This design comes from an exercise in tuning for small area, a short achievable clock period and few clock cycles per item on the open sky130 flow, not from production work. Where RTL was checked, it was by simulation tests only, not by an equivalence proof against the original.

==> wip/juniper: inputs <==
==> flow/design.v <==
package maxpool_pkg;
  localparam int DATA_WIDTH = 32;
  typedef logic signed [DATA_WIDTH-1:0] elem_t;   
  typedef logic [15:0] count_t;                    
  localparam int AXIL_ADDR_WIDTH = 6;
  localparam int AXIL_DATA_WIDTH = 32;
  typedef logic [AXIL_ADDR_WIDTH-1:0] axil_addr_t;
  typedef logic [AXIL_DATA_WIDTH-1:0] axil_data_t;
  localparam axil_addr_t ADDR_CTRL    = 6'h00;   
  localparam axil_addr_t ADDR_IER     = 6'h04;   
  localparam axil_addr_t ADDR_WINDOWS = 6'h10;   
  localparam int CTRL_START_BIT = 0;
  localparam int CTRL_DONE_BIT  = 1;
  localparam int CTRL_IDLE_BIT  = 2;
endpackage
`timescale 1ns/1ps
module maxpool_control_s_axi (
  input  logic                    ap_clk,
  input  logic                    areset,
  input  logic                    awvalid,
  output logic                    awready,
  input  maxpool_pkg::axil_addr_t awaddr,
  input  logic                    wvalid,
  output logic                    wready,
  input  maxpool_pkg::axil_data_t wdata,
  input  logic [3:0]              wstrb,
  output logic                    bvalid,
  input  logic                    bready,
  output logic [1:0]              bresp,
  input  logic                    arvalid,
  output logic                    arready,
  input  maxpool_pkg::axil_addr_t araddr,
  output logic                    rvalid,
  input  logic                    rready,
  output maxpool_pkg::axil_data_t rdata,
  output logic [1:0]              rresp,
  input  logic                    job_done,     
  output logic                    job_start,    
  output maxpool_pkg::count_t     job_windows,
  output logic                    interrupt
);
  logic       wr_idle;      
  logic       rd_idle;      
  logic       wr_hs;        
  logic       ar_hs;
  logic       busy;         
  logic       done;         
  logic       ier;
  logic       ier_nxt;
  logic       done_nxt;
  logic [2:0] rd_lo;        
  logic       rd_win;       
  assign awready = wr_idle;
  assign wready  = wr_idle;
  assign bresp   = 2'b00;
  assign wr_hs   = wr_idle && awvalid && wvalid;
  always_ff @(posedge ap_clk) begin
    if (areset) begin
      wr_idle <= 1'b1;
      bvalid  <= 1'b0;
    end else if (wr_hs) begin
      wr_idle <= 1'b0;
      bvalid  <= 1'b1;
    end else if (bvalid && bready) begin
      wr_idle <= 1'b1;
      bvalid  <= 1'b0;
    end
  end
  always_ff @(posedge ap_clk) begin
    if (areset) begin
      job_windows <= '0;
    end else if (wr_hs && awaddr == maxpool_pkg::ADDR_WINDOWS) begin
      if (wstrb[0]) job_windows[7:0]  <= wdata[7:0];
      if (wstrb[1]) job_windows[15:8] <= wdata[15:8];
    end
  end
  assign ier_nxt  = (wr_hs && awaddr == maxpool_pkg::ADDR_IER && wstrb[0]) ? wdata[0] : ier;
  assign done_nxt = job_done || (done && !(ar_hs && araddr == maxpool_pkg::ADDR_CTRL));
  always_ff @(posedge ap_clk) begin
    if (areset) begin
      ier       <= 1'b0;
      done      <= 1'b0;
      busy      <= 1'b0;
      job_start <= 1'b0;
      interrupt <= 1'b0;
    end else begin
      ier       <= ier_nxt;
      done      <= done_nxt;
      interrupt <= ier_nxt && done_nxt;
      job_start <= wr_hs && awaddr == maxpool_pkg::ADDR_CTRL && wstrb[0] &&
                   wdata[maxpool_pkg::CTRL_START_BIT] && !busy;
      if (job_done) busy <= 1'b0;
      else if (job_start) busy <= 1'b1;
    end
  end
  assign arready = rd_idle;
  assign rresp   = 2'b00;
  assign ar_hs   = rd_idle && arvalid;
  always_ff @(posedge ap_clk) begin
    if (areset) begin
      rd_idle <= 1'b1;
      rvalid  <= 1'b0;
    end else if (ar_hs) begin
      rd_idle <= 1'b0;
      rvalid  <= 1'b1;
    end else if (rvalid && rready) begin
      rd_idle <= 1'b1;
      rvalid  <= 1'b0;
    end
  end
  always_ff @(posedge ap_clk) begin
    if (ar_hs) begin
      rd_win <= (araddr == maxpool_pkg::ADDR_WINDOWS);
      case (araddr)
        maxpool_pkg::ADDR_CTRL:    rd_lo <= {!busy && !job_start, done, busy || job_start};
        maxpool_pkg::ADDR_IER:     rd_lo <= {2'b00, ier};
        maxpool_pkg::ADDR_WINDOWS: rd_lo <= job_windows[2:0];
        default:                   rd_lo <= 3'b000;
      endcase
    end
  end
  assign rdata = {16'b0, job_windows[15:3] & {13{rd_win}}, rd_lo};
endmodule
`timescale 1ns/1ps
module maxpool_window (
  input  logic                ap_clk,
  input  logic                areset,
  input  logic                job_start,
  input  maxpool_pkg::count_t job_windows,
  input  logic                in_tvalid,
  output logic                in_tready,
  input  maxpool_pkg::elem_t  in_tdata,
  output logic                pool_tvalid,
  input  logic                pool_tready,    
  input  logic                pool_room_nxt,  
  output maxpool_pkg::elem_t  pool_tdata,
  output logic                job_done
);
  logic [17:0]        rem;         
  logic [17:0]        rem_nxt;
  logic               in_hs;
  logic               first;       
  logic               last_win;    
  logic               last_job;    
  logic               full_nxt;
  logic               hold_nxt;
  maxpool_pkg::elem_t last;        
  maxpool_pkg::elem_t prev;        
  logic               sel;         
  logic               gt_last;     
  logic               gt_prev;     
  assign gt_last = $signed(in_tdata) > $signed(last);
  assign gt_prev = $signed(in_tdata) > $signed(prev);
  assign in_hs    = in_tvalid && in_tready;
  assign first    = (rem[1:0] == 2'd0);
  assign last_win = (rem[1:0] == 2'd1);
  assign last_job = (rem == 18'd1);
  assign job_done = (in_hs && last_job) || (job_start && job_windows == '0);
  assign pool_tdata = sel ? last : prev;
  always_comb begin
    rem_nxt = rem;
    if (job_start) rem_nxt = {job_windows, 2'b00};
    else if (in_hs) rem_nxt = rem - 18'd1;
  end
  assign full_nxt = (in_hs && last_win) || (pool_tvalid && !pool_tready);
  assign hold_nxt = full_nxt && !pool_room_nxt;
  always_ff @(posedge ap_clk) begin
    if (areset) begin
      rem         <= '0;
      pool_tvalid <= 1'b0;
      in_tready   <= 1'b0;
    end else begin
      rem         <= rem_nxt;
      pool_tvalid <= full_nxt;
      in_tready   <= (rem_nxt != '0) && !(rem_nxt[1:0] == 2'd0 && hold_nxt);
    end
  end
  always_ff @(posedge ap_clk) begin
    if (in_hs) begin
      last <= in_tdata;
      prev <= sel ? last : prev;
      sel  <= first || (sel ? gt_last : gt_prev);
    end
  end
endmodule
`timescale 1ns/1ps
module maxpool_out_fifo #(
  parameter int FIFO_DEPTH = 16
) (
  input  logic               ap_clk,
  input  logic               areset,
  input  logic               pool_tvalid,
  output logic               pool_tready,    
  output logic               pool_room_nxt,  
  input  maxpool_pkg::elem_t pool_tdata,
  output logic               out_tvalid,
  input  logic               out_tready,
  output maxpool_pkg::elem_t out_tdata
);
  localparam int RING  = FIFO_DEPTH - 2;
  localparam int POS_W = $clog2(RING);
  localparam int CNT_W = $clog2(RING + 1);
  localparam logic [POS_W-1:0] LAST = POS_W'(RING - 1);
  maxpool_pkg::elem_t ring [RING];
  logic [CNT_W-1:0]   count;       
  logic [POS_W-1:0]   new_pos;     
  logic [POS_W-1:0]   old_pos;     
  logic [POS_W-1:0]   new_pos_inc;
  logic [POS_W-1:0]   old_pos_inc;
  logic               empty;
  logic               wr_en;
  logic               head_free;
  logic               take_ring;   
  assign empty       = (count == '0);
  assign pool_tready = empty || (count != CNT_W'(RING) && new_pos == '0);
  assign pool_room_nxt = empty ||
                         (wr_en && count < CNT_W'(RING - 1)) ||
                         (!wr_en && new_pos == LAST && count != CNT_W'(RING));
  assign wr_en       = pool_tvalid && pool_tready;
  assign head_free   = !out_tvalid || out_tready;
  assign take_ring   = head_free && !empty && (old_pos == '0);
  assign new_pos_inc = (new_pos == LAST) ? {POS_W{1'b0}} : new_pos + 1'b1;
  assign old_pos_inc = (old_pos == LAST) ? {POS_W{1'b0}} : old_pos + 1'b1;
  always_ff @(posedge ap_clk) begin
    if (areset) begin
      count      <= '0;
      new_pos    <= '0;
      old_pos    <= '0;
      out_tvalid <= 1'b0;
    end else begin
      case ({wr_en, take_ring})
        2'b10:   count <= count + 1'b1;
        2'b01:   count <= count - 1'b1;
        default: count <= count;
      endcase
      new_pos <= wr_en ? {POS_W{1'b0}} : new_pos_inc;
      if (wr_en && (empty || (count == CNT_W'(1) && take_ring))) old_pos <= '0;
      else if (!take_ring) old_pos <= old_pos_inc;
      out_tvalid <= take_ring || (out_tvalid && !out_tready);
    end
  end
  always_ff @(posedge ap_clk) begin
    ring[0] <= wr_en ? pool_tdata : ring[RING-1];
    for (int i = 1; i < RING; i++) ring[i] <= ring[i-1];
    if (head_free) out_tdata <= ring[0];
  end
endmodule
`timescale 1ns/1ps
module krnl_maxpool #(
  parameter int FIFO_DEPTH = 16    
) (
  input  logic                    ap_clk,
  input  logic                    areset,
  input  logic                    s_axi_control_awvalid,
  output logic                    s_axi_control_awready,
  input  maxpool_pkg::axil_addr_t s_axi_control_awaddr,
  input  logic                    s_axi_control_wvalid,
  output logic                    s_axi_control_wready,
  input  maxpool_pkg::axil_data_t s_axi_control_wdata,
  input  logic [3:0]              s_axi_control_wstrb,
  output logic                    s_axi_control_bvalid,
  input  logic                    s_axi_control_bready,
  output logic [1:0]              s_axi_control_bresp,
  input  logic                    s_axi_control_arvalid,
  output logic                    s_axi_control_arready,
  input  maxpool_pkg::axil_addr_t s_axi_control_araddr,
  output logic                    s_axi_control_rvalid,
  input  logic                    s_axi_control_rready,
  output maxpool_pkg::axil_data_t s_axi_control_rdata,
  output logic [1:0]              s_axi_control_rresp,
  output logic                    interrupt,
  input  logic                    in_tvalid,
  output logic                    in_tready,
  input  maxpool_pkg::elem_t      in_tdata,
  output logic                    out_tvalid,
  input  logic                    out_tready,
  output maxpool_pkg::elem_t      out_tdata
);
  logic                job_start;
  logic                job_done;
  maxpool_pkg::count_t job_windows;
  logic                pool_tvalid;
  logic                pool_tready;
  logic                pool_room_nxt;
  maxpool_pkg::elem_t  pool_tdata;
  maxpool_control_s_axi u_control (
    .ap_clk      (ap_clk),
    .areset      (areset),
    .awvalid     (s_axi_control_awvalid),
    .awready     (s_axi_control_awready),
    .awaddr      (s_axi_control_awaddr),
    .wvalid      (s_axi_control_wvalid),
    .wready      (s_axi_control_wready),
    .wdata       (s_axi_control_wdata),
    .wstrb       (s_axi_control_wstrb),
    .bvalid      (s_axi_control_bvalid),
    .bready      (s_axi_control_bready),
    .bresp       (s_axi_control_bresp),
    .arvalid     (s_axi_control_arvalid),
    .arready     (s_axi_control_arready),
    .araddr      (s_axi_control_araddr),
    .rvalid      (s_axi_control_rvalid),
    .rready      (s_axi_control_rready),
    .rdata       (s_axi_control_rdata),
    .rresp       (s_axi_control_rresp),
    .job_done    (job_done),
    .job_start   (job_start),
    .job_windows (job_windows),
    .interrupt   (interrupt)
  );
  maxpool_window u_window (
    .ap_clk        (ap_clk),
    .areset        (areset),
    .job_start     (job_start),
    .job_windows   (job_windows),
    .in_tvalid     (in_tvalid),
    .in_tready     (in_tready),
    .in_tdata      (in_tdata),
    .pool_tvalid   (pool_tvalid),
    .pool_tready   (pool_tready),
    .pool_room_nxt (pool_room_nxt),
    .pool_tdata    (pool_tdata),
    .job_done      (job_done)
  );
  maxpool_out_fifo #(
    .FIFO_DEPTH (FIFO_DEPTH)
  ) u_out_fifo (
    .ap_clk        (ap_clk),
    .areset        (areset),
    .pool_tvalid   (pool_tvalid),
    .pool_tready   (pool_tready),
    .pool_room_nxt (pool_room_nxt),
    .pool_tdata    (pool_tdata),
    .out_tvalid    (out_tvalid),
    .out_tready    (out_tready),
    .out_tdata     (out_tdata)
  );
endmodule
==> flow/flow/run.sh <==
#!/bin/bash
# The standard layout, with the port buffers made from buf_4 cells instead of
# the default delay buffers. Make's full output goes to standard_flow.log.
set -euo pipefail
export BUFFER_PORTS_ARGS="-buffer_cell sky130_fd_sc_hd__buf_4"
bash standard.sh > standard_flow.log 2>&1
==> flow/standard.sh <==
#!/bin/bash
# synth_recipe.tcl (not shown) runs the flow's synth.tcl, then flattens the netlist and writes it again
# the make line also repeats each setting of config.mk as NAME=value (left out here)
make -C /OpenROAD-flow-scripts/flow DESIGN_CONFIG=/design/flow/config.mk WORK_HOME=/design/flow/orfs CLKGATE_MAP_FILE= SYNTH_SCRIPT=/design/flow/synth_recipe.tcl "${@:-finish}"
==> flow/config.mk <==
export PLATFORM = sky130hd
export DESIGN_NAME = krnl_maxpool
export DESIGN_NICKNAME = krnl_maxpool
export VERILOG_FILES = /design/flow/design.v
export SDC_FILE = /design/flow/constraint.sdc
export NUM_CORES = 4
export LEC_CHECK = 0
export CAP_MARGIN = 20
export CORE_MARGIN = 2
export CORE_UTILIZATION = 40
export SETUP_SLACK_MARGIN = 1.5
export SLEW_MARGIN = 20
==> flow/constraint.sdc <==
create_clock -name core_clock -period 3.8 [get_ports {ap_clk}]
set_input_delay 0.7600 -clock core_clock [delete_from_list [all_inputs] [get_ports {ap_clk}]]
set_output_delay 0.7600 -clock core_clock [all_outputs]
set_load 0.01 [all_outputs]
==> wip/onyx (differences from wip/juniper) <==
--- a/flow/design.v
+++ b/flow/design.v
@@ -144,13 +144,15 @@
   logic               last_job;    
   logic               full_nxt;
   logic               hold_nxt;
+  logic               more_nxt;    
+  logic               first_nxt;   
   maxpool_pkg::elem_t last;        
   maxpool_pkg::elem_t prev;        
   logic               sel;         
   logic               gt_last;     
   logic               gt_prev;     
-  assign gt_last = $signed(in_tdata) > $signed(last);
-  assign gt_prev = $signed(in_tdata) > $signed(prev);
+  maxpool_gt u_gt_last (.a(in_tdata), .b(last), .gt(gt_last));
+  maxpool_gt u_gt_prev (.a(in_tdata), .b(prev), .gt(gt_prev));
   assign in_hs    = in_tvalid && in_tready;
   assign first    = (rem[1:0] == 2'd0);
   assign last_win = (rem[1:0] == 2'd1);
@@ -162,6 +164,8 @@
     if (job_start) rem_nxt = {job_windows, 2'b00};
     else if (in_hs) rem_nxt = rem - 18'd1;
   end
+  assign more_nxt  = job_start ? (job_windows != '0) : in_hs ? !last_job : (rem != '0);
+  assign first_nxt = job_start || (in_hs ? last_win : first);
   assign full_nxt = (in_hs && last_win) || (pool_tvalid && !pool_tready);
   assign hold_nxt = full_nxt && !pool_room_nxt;
   always_ff @(posedge ap_clk) begin
@@ -172,7 +176,7 @@
     end else begin
       rem         <= rem_nxt;
       pool_tvalid <= full_nxt;
-      in_tready   <= (rem_nxt != '0) && !(rem_nxt[1:0] == 2'd0 && hold_nxt);
+      in_tready   <= more_nxt && !(first_nxt && hold_nxt);
     end
   end
   always_ff @(posedge ap_clk) begin
@@ -183,6 +187,39 @@
     end
   end
 endmodule
+module maxpool_gt (
+  input  maxpool_pkg::elem_t a,
+  input  maxpool_pkg::elem_t b,
+  output logic               gt
+);
+  logic [31:0] a_u, b_u;
+  logic [31:0] g0, e0;
+  logic [15:0] g1, e1;
+  logic [7:0]  g2, e2;
+  logic [3:0]  g3, e3;
+  logic [1:0]  g4, e4;
+  assign a_u = {~a[31], a[30:0]};
+  assign b_u = {~b[31], b[30:0]};
+  assign g0  = a_u & ~b_u;
+  assign e0  = ~(a_u ^ b_u);
+  for (genvar i = 0; i < 16; i++) begin : g_l1
+    assign g1[i] = g0[2*i+1] | (e0[2*i+1] & g0[2*i]);
+    assign e1[i] = e0[2*i+1] & e0[2*i];
+  end
+  for (genvar i = 0; i < 8; i++) begin : g_l2
+    assign g2[i] = g1[2*i+1] | (e1[2*i+1] & g1[2*i]);
+    assign e2[i] = e1[2*i+1] & e1[2*i];
+  end
+  for (genvar i = 0; i < 4; i++) begin : g_l3
+    assign g3[i] = g2[2*i+1] | (e2[2*i+1] & g2[2*i]);
+    assign e3[i] = e2[2*i+1] & e2[2*i];
+  end
+  for (genvar i = 0; i < 2; i++) begin : g_l4
+    assign g4[i] = g3[2*i+1] | (e3[2*i+1] & g3[2*i]);
+    assign e4[i] = e3[2*i+1] & e3[2*i];
+  end
+  assign gt = g4[1] | (e4[1] & g4[0]);
+endmodule
 `timescale 1ns/1ps
 module maxpool_out_fifo #(
   parameter int FIFO_DEPTH = 16
CTS_CLUSTER_DIAMETER = 100   (was unset)
CTS_CLUSTER_SIZE = 28   (was unset)
SETUP_SLACK_MARGIN = 1.8   (was 1.5)
==> wip/pepper (differences from wip/juniper) <==
--- a/flow/design.v
+++ b/flow/design.v
@@ -48,8 +48,7 @@
   logic       ier;
   logic       ier_nxt;
   logic       done_nxt;
-  logic [2:0] rd_lo;        
-  logic       rd_win;       
+  logic [15:0] rd_data;     
   assign awready = wr_idle;
   assign wready  = wr_idle;
   assign bresp   = 2'b00;
@@ -110,16 +109,15 @@
   end
   always_ff @(posedge ap_clk) begin
     if (ar_hs) begin
-      rd_win <= (araddr == maxpool_pkg::ADDR_WINDOWS);
       case (araddr)
-        maxpool_pkg::ADDR_CTRL:    rd_lo <= {!busy && !job_start, done, busy || job_start};
-        maxpool_pkg::ADDR_IER:     rd_lo <= {2'b00, ier};
-        maxpool_pkg::ADDR_WINDOWS: rd_lo <= job_windows[2:0];
-        default:                   rd_lo <= 3'b000;
+        maxpool_pkg::ADDR_CTRL:    rd_data <= {13'b0, !busy && !job_start, done, busy || job_start};
+        maxpool_pkg::ADDR_IER:     rd_data <= {15'b0, ier};
+        maxpool_pkg::ADDR_WINDOWS: rd_data <= job_windows;
+        default:                   rd_data <= '0;
       endcase
     end
   end
-  assign rdata = {16'b0, job_windows[15:3] & {13{rd_win}}, rd_lo};
+  assign rdata = {16'b0, rd_data};
 endmodule
 `timescale 1ns/1ps
 module maxpool_window (
@@ -142,47 +140,99 @@
   logic               first;       
   logic               last_win;    
   logic               last_job;    
-  logic               full_nxt;
-  logic               hold_nxt;
+  logic               more_nxt;    
+  logic               first_nxt;   
+  logic               done_win;    
+  logic               fold;        
+  logic               wr_en;       
+  logic               res_nxt;
+  logic               done_nxt;
   maxpool_pkg::elem_t last;        
   maxpool_pkg::elem_t prev;        
   logic               sel;         
+  logic               last_first;  
+  logic               last_gt_l;   
+  logic               last_gt_p;   
+  logic               sel_old;     
   logic               gt_last;     
   logic               gt_prev;     
-  assign gt_last = $signed(in_tdata) > $signed(last);
-  assign gt_prev = $signed(in_tdata) > $signed(prev);
+  maxpool_gt u_gt_last (.a(in_tdata), .b(last), .gt(gt_last));
+  maxpool_gt u_gt_prev (.a(in_tdata), .b(prev), .gt(gt_prev));
   assign in_hs    = in_tvalid && in_tready;
   assign first    = (rem[1:0] == 2'd0);
   assign last_win = (rem[1:0] == 2'd1);
   assign last_job = (rem == 18'd1);
   assign job_done = (in_hs && last_job) || (job_start && job_windows == '0);
-  assign pool_tdata = sel ? last : prev;
+  assign sel        = last_first || (sel_old ? last_gt_l : last_gt_p);
+  assign pool_tdata = prev;
+  assign wr_en      = pool_tvalid && pool_tready;
+  assign fold       = done_win && (!pool_tvalid || pool_tready);
+  assign res_nxt    = fold || (pool_tvalid && !pool_tready);
+  assign done_nxt   = (in_hs && last_win) || (done_win && !fold);
   always_comb begin
     rem_nxt = rem;
     if (job_start) rem_nxt = {job_windows, 2'b00};
     else if (in_hs) rem_nxt = rem - 18'd1;
   end
-  assign full_nxt = (in_hs && last_win) || (pool_tvalid && !pool_tready);
-  assign hold_nxt = full_nxt && !pool_room_nxt;
+  assign more_nxt  = job_start ? (job_windows != '0) : in_hs ? !last_job : (rem != '0);
+  assign first_nxt = job_start || (in_hs ? last_win : first);
   always_ff @(posedge ap_clk) begin
     if (areset) begin
       rem         <= '0;
+      done_win    <= 1'b0;
       pool_tvalid <= 1'b0;
       in_tready   <= 1'b0;
     end else begin
       rem         <= rem_nxt;
-      pool_tvalid <= full_nxt;
-      in_tready   <= (rem_nxt != '0) && !(rem_nxt[1:0] == 2'd0 && hold_nxt);
+      done_win    <= done_nxt;
+      pool_tvalid <= res_nxt;
+      in_tready   <= more_nxt && !(res_nxt && !pool_room_nxt && (done_nxt || !first_nxt));
     end
   end
   always_ff @(posedge ap_clk) begin
+    if (in_hs) last <= in_tdata;
+    if (sel && (fold || (in_hs && !first))) prev <= last;
     if (in_hs) begin
-      last <= in_tdata;
-      prev <= sel ? last : prev;
-      sel  <= first || (sel ? gt_last : gt_prev);
+      sel_old    <= sel;
+      last_first <= first;
+      last_gt_l  <= gt_last;
+      last_gt_p  <= gt_prev;
     end
   end
 endmodule
+module maxpool_gt (
+  input  maxpool_pkg::elem_t a,
+  input  maxpool_pkg::elem_t b,
+  output logic               gt
+);
+  logic [31:0] a_u, b_u;
+  logic [31:0] g0, e0;
+  logic [15:0] g1, e1;
+  logic [7:0]  g2, e2;
+  logic [3:0]  g3, e3;
+  logic [1:0]  g4, e4;
+  assign a_u = {~a[31], a[30:0]};
+  assign b_u = {~b[31], b[30:0]};
+  assign g0  = a_u & ~b_u;
+  assign e0  = ~(a_u ^ b_u);
+  for (genvar i = 0; i < 16; i++) begin : g_l1
+    assign g1[i] = g0[2*i+1] | (e0[2*i+1] & g0[2*i]);
+    assign e1[i] = e0[2*i+1] & e0[2*i];
+  end
+  for (genvar i = 0; i < 8; i++) begin : g_l2
+    assign g2[i] = g1[2*i+1] | (e1[2*i+1] & g1[2*i]);
+    assign e2[i] = e1[2*i+1] & e1[2*i];
+  end
+  for (genvar i = 0; i < 4; i++) begin : g_l3
+    assign g3[i] = g2[2*i+1] | (e2[2*i+1] & g2[2*i]);
+    assign e3[i] = e2[2*i+1] & e2[2*i];
+  end
+  for (genvar i = 0; i < 2; i++) begin : g_l4
+    assign g4[i] = g3[2*i+1] | (e3[2*i+1] & g3[2*i]);
+    assign e4[i] = e3[2*i+1] & e3[2*i];
+  end
+  assign gt = g4[1] | (e4[1] & g4[0]);
+endmodule
 `timescale 1ns/1ps
 module maxpool_out_fifo #(
   parameter int FIFO_DEPTH = 16
==> flow/flow/run.sh (replaced) <==
#!/bin/bash
# The standard layout, with the port buffers made from buf_2 cells instead of
# the default delay buffers. Make's full output goes to standard_flow.log.
set -euo pipefail
export BUFFER_PORTS_ARGS="-buffer_cell sky130_fd_sc_hd__buf_2"
bash standard.sh > standard_flow.log 2>&1
CTS_BUF_LIST = sky130_fd_sc_hd__clkbuf_8   (was unset)
CTS_CLUSTER_DIAMETER = 70   (was unset)
CTS_CLUSTER_SIZE = 18   (was unset)
SETUP_SLACK_MARGIN = 1.8   (was 1.5)
==> qor summary <==
GRT Overall Usage: wip/onyx 12.4%; wip/pepper 13.1%; wip/juniper 13.5%
Clock tree sinks: wip/onyx 607; wip/pepper 623; wip/juniper 607
Number of non-clock inverters: wip/onyx 79; wip/pepper 80; wip/juniper 81
Arrival time reported for the critical path endpoint: wip/onyx 1.43 ns; wip/pepper 1.20 ns; wip/juniper 2.79 ns
Post-Synth XOR/XNOR Area: wip/onyx 1.02%; wip/pepper 0.903%; wip/juniper 0.956%
Outcome: wip/onyx timing/DRC/antenna clean; wip/pepper timing/DRC/antenna clean; wip/juniper timing/DRC/antenna clean
Min-Delay Startpoint: wip/onyx u_out_fifo.ring[8][20]; wip/pepper s_axi_control_awaddr[4]; wip/juniper u_out_fifo.ring[8][31]
Metal2 WL: wip/onyx 12900 um; wip/pepper 13200 um; wip/juniper 13200 um
Final Skew: wip/onyx 0.0239 ns; wip/pepper 0.0310 ns; wip/juniper 0.0256 ns
End of the critical path: wip/onyx s_axi_control_rdata[10]; wip/pepper out_tdata[22]; wip/juniper u_window.sel
Initial antenna violation count: wip/onyx 4; wip/pepper 8; wip/juniper 2
Routed WL per cell: wip/onyx 14.4 um; wip/pepper 14.7 um; wip/juniper 14.4 um
Reg2Reg Launch Point: wip/onyx u_window.rem[3]; wip/pepper u_window.last[2]; wip/juniper u_window.last[13]
Post-synthesis area per instance: wip/onyx 14.0 um^2; wip/pepper 14.4 um^2; wip/juniper 13.8 um^2
Register area: wip/onyx 13200 um^2; wip/pepper 13600 um^2; wip/juniper 13200 um^2
HPWL Detailed: wip/onyx 18700 um; wip/pepper 18600 um; wip/juniper 19300 um
Post-synth EDFFs: wip/onyx 101; wip/pepper 116; wip/juniper 101
Total length of routed wires: wip/onyx 28200 um; wip/pepper 29400 um; wip/juniper 29800 um
Pin count of the biggest net entering global routing: wip/onyx 52; wip/pepper 54; wip/juniper 69
Testbench counts of wip/pepper, summed over its fixed seeds: cycles 8,372, items 2,035.
No functional check of the RTL was part of wip/juniper and wip/onyx.

separate check: timing with driven ports:
Ports are ideal in the flow. The routed layouts listed here were re-timed in OpenROAD. Step 1 (the two cells are an assumption about what drives the block):
set clk [get_ports {ap_clk}]
set_driving_cell -lib_cell sky130_fd_sc_hd__clkbuf_16 $clk
set_driving_cell -lib_cell sky130_fd_sc_hd__buf_2 [delete_from_list [all_inputs] $clk]
Step 2 times the ports against the registers' clock, not the clock port: input delays grow and output delays shrink by t, the midpoint of the rising clock arrivals with the driver on. Three values: ideal, step 1, step 2; two values: the first two.
run	t, ns	setup slack, ns	latest minus earliest clock arrival (ns)	worst slew at a driven data input, ns	pins driven straight from the clock port
wip/juniper	0.643	1.355 / 1.355 / 0.851	0.033 / 0.033	0.09	1
wip/onyx	0.625	1.614 / 1.564 / 1.166	0.025 / 0.025	0.11	1
wip/pepper	0.653	1.840 / 1.792 / 1.344	0.032 / 0.032	0.11	1
After both steps setup and hold are still met in every run listed. The setup slack of wip/juniper, which loses most, moves by 0.000 ns with the drivers and by -0.504 ns with both steps.
